This design comes from an exercise in tuning for small area on the open sky130 flow, not from production work. The RTL was checked by simulation tests, not by an equivalence proof against the original design. No activity file was given, so power comes from the tool's default toggle rates.

## rio
module rio #(
    parameter int TIMEOUT   = 2700000,
    parameter int PULSE_LEN = 108,
    parameter int DIR_DELAY = 18,
    parameter int ACC_BITS  = 24
) (
    input  logic                sysclk,
    input  logic                arst_n,
    input  rio_pkg::reg_addr_t           awaddr,
    input  logic                awvalid,
    output logic                awready,
    input  rio_pkg::reg_word_t           wdata,
    input  logic [3:0]          wstrb,
    input  logic                wvalid,
    output logic                wready,
    output logic [1:0]          bresp,
    output logic                bvalid,
    input  logic                bready,
    input  rio_pkg::reg_addr_t           araddr,
    input  logic                arvalid,
    output logic                arready,
    output rio_pkg::reg_word_t           rdata,
    output logic [1:0]          rresp,
    output logic                rvalid,
    input  logic                rready,
    output logic [motion_pkg::NUM_AXES-1:0] step,
    output logic [motion_pkg::NUM_AXES-1:0] dir,
    output logic [motion_pkg::NUM_AXES-1:0] en,
    input  logic [motion_pkg::NUM_AXES-1:0] home,
    output logic                out_bit,
    output logic                timeout
);
Settings: LEC_CHECK=0, CAP_MARGIN=20, CORE_MARGIN=2, CORE_UTILIZATION=40, CTS_BUF_LIST=sky130_fd_sc_hd__clkbuf_4, CTS_CLUSTER_DIAMETER=40, CTS_CLUSTER_SIZE=10, SLEW_MARGIN=20; clock period 8.0 ns.
standard.sh (not shown) runs the stock make flow with config.mk's settings and CLKGATE_MAP_FILE= SYNTH_SCRIPT=/design/flow/synth_recipe.tcl, a recipe that flattens the netlist after the stock synthesis.
==> flow/flow/run.sh <==
#!/bin/bash
# Layout flow: the standard ORFS flow (standard.sh), with
#  - the port buffers made of the smallest buffer cell,
#  - the combinational logic re-mapped for area by OpenROAD's restructure
#    after floorplanning (flops untouched), using a copy of the library
#    without the platform's don't-use cells,
#  - clock tree synthesis without dummy loads (the same options as the
#    standard flow otherwise, from config.mk),

# Each tool's output goes to a log file of its own in this folder.
set -o pipefail
W=$(pwd)
LIB=$FLOW_HOME/platforms/sky130hd/lib/sky130_fd_sc_hd__tt_025C_1v80.lib
mkdir -p $W/rmp
python3 $W/flow/filter_lib.py $LIB $W/rmp/area.lib > filter_lib.log 2>&1
cat > $W/post_floorplan.tcl <<EOT
restructure -target area -liberty_file $W/rmp/area.lib -tielo_port sky130_fd_sc_hd__conb_1/LO -tiehi_port sky130_fd_sc_hd__conb_1/HI -work_dir $W/rmp -abc_logfile $W/rmp_abc.log
EOT
export BUFFER_PORTS_ARGS="-buffer_cell sky130_fd_sc_hd__buf_1"
export POST_FLOORPLAN_TCL=$W/post_floorplan.tcl
export CTS_ARGS="-sink_clustering_enable -repair_clock_nets -sink_clustering_size 10 -sink_clustering_max_diameter 40 -buf_list sky130_fd_sc_hd__clkbuf_4 -dont_use_dummy_load"
bash standard.sh finish > standard.log 2>&1
==> flow/flow/filter_lib.py <==
# Copy a liberty file, leaving out the cells the platform marks don't-use
# (lpflow_* and probe*), so that restructure's ABC run cannot pick them.
import re, sys
src, dst = sys.argv[1], sys.argv[2]
text = open(src).read()
out = []
pos = 0
drop = re.compile(r'sky130_fd_sc_hd__(lpflow_|probe)')
n = 0
for m in re.finditer(r'\n\s*cell\s*\(\s*"?([A-Za-z0-9_]+)"?\s*\)\s*\{', text):
    if m.start() < pos:
        continue
    name = m.group(1)
    # find the end of this cell block by brace matching
    i = m.end(); depth = 1
    while depth:
        c = text[i]
        if c == '{': depth += 1
        elif c == '}': depth -= 1
        i += 1
    if drop.match(name):
        out.append(text[pos:m.start()])
        pos = i
        n += 1
out.append(text[pos:])
open(dst, 'w').write(''.join(out))
print("dropped", n, "cells")
The first run finished with timing, DRC and antenna clean.
Change:
--- a/flow/flow/run.sh
+++ b/flow/flow/run.sh
@@ -21 +21 @@
-export CTS_ARGS="-sink_clustering_enable -repair_clock_nets -sink_clustering_size 10 -sink_clustering_max_diameter 40 -buf_list sky130_fd_sc_hd__clkbuf_4 -dont_use_dummy_load"
+export CTS_ARGS="-sink_clustering_enable -repair_clock_nets -sink_clustering_size 30 -sink_clustering_max_diameter 80 -buf_list sky130_fd_sc_hd__clkbuf_16 -dont_use_dummy_load"
CORE_UTILIZATION = 60   (was 40)
CTS_BUF_LIST = sky130_fd_sc_hd__clkbuf_8   (was sky130_fd_sc_hd__clkbuf_4)
CTS_CLUSTER_DIAMETER = 60   (was 40)
CTS_CLUSTER_SIZE = 16   (was 10)
Clock power stays flat; die area is lower by 33%; synthesized cell count stays the same; power is about the same; sequential power hardly moves; global-route usage is higher by 7.0 points; area after synthesis is unchanged; clock-buffer cell count is lower by 54; final area is lower by about 1.5%; flip-flop and latch count does not change.

-- port drivers added, routing unchanged --
No port has a modelled driver above. Below, the same layouts with a new extraction and two added sets of constraints. Step 1, drivers: a clkbuf_16 drives sysclk and a buf_2 each remaining input, both assumed. Step 2, shift: input delay + t, output delay - t, t = (earliest + latest rising clock arrival at the registers) / 2. This alone moves slack from input paths to output paths. a / b / c = ideal / step 1 / step 2; a / b = the first two.
| run | t (ns) | slack for setup (ns) | worst setup path after step 2 | slew at the worst register clock pin (ns) | worst slew at a driven data input, ns |
|---|---|---|---|---|---|
| the first run | 0.810 | 0.909 / 0.909 / 0.909 | register to register | 0.11 / 0.11 | 0.07 |
| the second run | 0.601 | 0.910 / 0.910 / 0.910 | register to register | 0.11 / 0.11 | 0.07 |
After both steps every run listed still meets setup and hold.
